This design comes from an exercise in tuning for small area, a short achievable clock period and few clock cycles per item on the open sky130 flow, not from production work. The RTL was checked by simulation tests, not by an equivalence proof against the original design.

Setup of the previous run:
==> flow/design.v (excerpt) <==
module mandel_engine #(
  parameter int W       = 16,
  parameter int FRAC    = 12,
  parameter int ITER_W  = 16,
  parameter int COORD_W = 9
) (
  input  logic               clk,
  input  logic               rst,
  input  logic               cfg_start,
  input  logic [COORD_W-1:0] cfg_pix_w,
  input  logic [COORD_W-1:0] cfg_pix_h,
  input  logic [W-1:0]       cfg_cxs,
  input  logic [W-1:0]       cfg_cys,
  input  logic [W-1:0]       cfg_dcx,
  input  logic [W-1:0]       cfg_dcy,
  input  logic [ITER_W-1:0]  cfg_max_iter,
  input  logic               abort,
  output logic               busy,
  output logic               done,
  output logic               out_valid,
  input  logic               out_ready,
  output logic [COORD_W-1:0] out_x,
  output logic [COORD_W-1:0] out_y,
  output logic [ITER_W-1:0]  out_iter,
  output logic               out_inside
);
Size: about 3000 cells after synthesis, about 550 flip-flops, ~33000 sq um of cells after synthesis.
Settings: LEC_CHECK=0, ABC_CLOCK_PERIOD_IN_PS=5000, CAP_MARGIN=20, CORE_MARGIN=2, CORE_UTILIZATION=40, SETUP_SLACK_MARGIN=5, SLEW_MARGIN=20, TNS_END_PERCENT=0; clock period 12.0 ns.
standard.sh (not shown) runs the stock make flow with config.mk's settings and CLKGATE_MAP_FILE= SYNTH_SCRIPT=/design/flow/synth_recipe.tcl, a recipe that flattens the netlist after the stock synthesis.
==> flow/flow/run.sh <==
#!/bin/bash
set -euo pipefail
sed '1s/^proc synth {args} { yosys synth -nofsm -noshare {\*}\$args }$/proc synth {args} { yosys synth -nofsm -noshare -noabc {*}$args }/' synth_recipe.tcl > synth_noabc.tcl
grep -q -- '-noabc' synth_noabc.tcl
bash standard.sh SYNTH_SCRIPT="$PWD/synth_noabc.tcl" SETUP_SLACK_MARGIN=8.5 finish > flow_make.log 2>&1
Testbench counts of the previous run, summed over its fixed seeds: cycles 48,565, pixels 3,072.
diff inputs: the previous run => the current run
--- a/flow/design.v
+++ b/flow/design.v
@@ -39,19 +39,19 @@
   logic [ITER_W-1:0]   i1;
   logic                act1, hold1, fr1, er1, hin1, lr1;
   logic [1:0]          tg1;
   logic [PW-1:0]       p2;
   logic signed [W-1:0] cx2, cy2;
   logic [13:0]         sx2, sy2;
   logic [ITER_W-1:0]   i2;
-  logic                act2, hold2, er2, hin2, lr2, lim2, cyc2, es2;
+  logic                act2, hold2, er2, hin2, lr2, lim2, cyc2, es2, ns2;
   logic [1:0]          tg2;
   logic [PW-1:0]       p1;
-  logic                bigx, bigy, mi_zero, at_lim, cyc, es1;
-  logic [4:0]          hx, hy, hthr;
+  logic                bigx, bigy, mi_zero, at_lim, cyc, es1, ns1;
+  logic [4:0]          hx, hy, hthr, hmax;
   logic [ITER_W-1:0]   i1p;
   logic                sure, inc, now;
   logic                esc_mag, esc_now, fin, use_i, res_in, can_out, rb_go, to_out, to_rb;
   logic                delivered, take, row_end, last_pix, capture, done_cond;
   logic signed [W-1:0] xn, yn;
   logic [ITER_W-1:0]   res_iter;
   mandel_s1 u_s1 (.x(x1[13:0]), .y(y1[13:0]), .cx(cx1), .cy(cy1), .p(p1));
@@ -96,18 +96,54 @@
       5'd27: hthr = 5'd18;
       5'd28: hthr = 5'd16;
       5'd29: hthr = 5'd14;
       5'd30: hthr = 5'd12;
       5'd31: hthr = 5'd8;
       default: hthr = 5'd0;
     endcase
+    case (hx)
+      5'd0: hmax = 5'd30;
+      5'd1: hmax = 5'd30;
+      5'd2: hmax = 5'd30;
+      5'd3: hmax = 5'd30;
+      5'd4: hmax = 5'd30;
+      5'd5: hmax = 5'd30;
+      5'd6: hmax = 5'd30;
+      5'd7: hmax = 5'd29;
+      5'd8: hmax = 5'd29;
+      5'd9: hmax = 5'd29;
+      5'd10: hmax = 5'd29;
+      5'd11: hmax = 5'd28;
+      5'd12: hmax = 5'd28;
+      5'd13: hmax = 5'd27;
+      5'd14: hmax = 5'd27;
+      5'd15: hmax = 5'd26;
+      5'd16: hmax = 5'd26;
+      5'd17: hmax = 5'd25;
+      5'd18: hmax = 5'd24;
+      5'd19: hmax = 5'd23;
+      5'd20: hmax = 5'd23;
+      5'd21: hmax = 5'd22;
+      5'd22: hmax = 5'd21;
+      5'd23: hmax = 5'd20;
+      5'd24: hmax = 5'd18;
+      5'd25: hmax = 5'd17;
+      5'd26: hmax = 5'd16;
+      5'd27: hmax = 5'd14;
+      5'd28: hmax = 5'd12;
+      5'd29: hmax = 5'd10;
+      5'd30: hmax = 5'd6;
+      5'd31: hmax = 5'd31;
+      default: hmax = 5'd31;
+    endcase
     es1 = bigx || bigy || (hthr != 5'd0 && hy >= hthr);
+    ns1 = !bigx && !bigy && (hmax != 5'd31) && (hy <= hmax);
     esc_now = (es2 || esc_mag) && !mi_zero;
     sure = es2 && !mi_zero;
-    now = sure || cyc2 || mi_zero;
+    now = sure || cyc2 || mi_zero || (lim2 && ns2);
     fin = act2 && (hold2 || er2 || lr2 || now);
     inc = !hold2 && !er2 && !lr2 && sure;
     use_i = er2 || inc;
     res_in = hold2 ? hin2 : !(er2 || (!lr2 && sure));
     res_iter = use_i ? i2 : max_iter;
     can_out = !out_valid;
     rb_go = rb_v && (rb_tag == oseq) && can_out;
@@ -129,16 +165,17 @@
     hold2 <= hold1;
     er2   <= er1;
     hin2  <= hin1;
     lim2  <= at_lim;
     cyc2  <= cyc;
     lr2   <= lr1;
     es2   <= es1;
+    ns2   <= ns1;
     act2  <= busy && act1;
-    if (i1[1:0] == 2'b00) begin
+    if (i1[1:0] == 2'b00 && (i1[2] == 1'b0 || i1[ITER_W-1:5] == '0)) begin
       sx2 <= x1[13:0];
       sy2 <= y1[13:0];
     end else begin
       sx2 <= sx1;
       sy2 <= sy1;
     end
     sx1 <= sx2;
==> summary.txt <==
- Post-route cell area was higher in the run labelled the current run.
- The global-route usage in the current run sits 0.23 points below the value recorded for the previous run.
- Against the previous run as the reference, the current run delivers a higher final layout net count.
- Post-synthesis cell count: the current run higher than the previous run
- Summary of the current run over the previous run: shortest period the worst path allows decreased by 99 ps relative to the old numbers, worst setup slack increased by 99 ps relative to the old numbers, total half-perimeter wirelength after legalization and detailed placement decreased by 2000 um relative to the old numbers, fraction of the mapped netlist area in compound gates increased by 0.41 points relative to the old numbers.
- As far as number of failing hold endpoints at the final stage goes, the previous run and the current run are indistinguishable; the numbers are identical.
- ~same XOR/XNOR share of the synthesized area in the current run and the previous run
Testbench counts of the current run, summed over its fixed seeds: cycles 47,661, pixels 3,072.

afterwards: timing with drivers on the ports:
No port has a modelled driver above. Below, the same layouts with a new extraction and two added sets of constraints. Step 1 assumes that a clkbuf_16 drives the clock port and a buf_2 every other input. Step 2 times the ports against the registers' clock, not the clock port: input delays grow and output delays shrink by t, the midpoint of the rising clock arrivals with the driver on. Three values: no drivers, after step 1, after step 2; two values: the first two.
run | t (ns) | setup slack, ns | hold WS [ns] | worst setup path after step 2
the previous run | 0.686 | 8.185 / 8.124 / 7.749 | 0.324 / 0.324 / 0.324 | input to register
the current run | 0.694 | 8.284 / 8.269 / 7.843 | 0.322 / 0.322 / 0.322 | input to register
After both steps setup and hold are still met in every run listed. For the current run, which loses most, drivers alone change the setup slack by -0.015 ns; drivers and shift together by -0.441 ns.
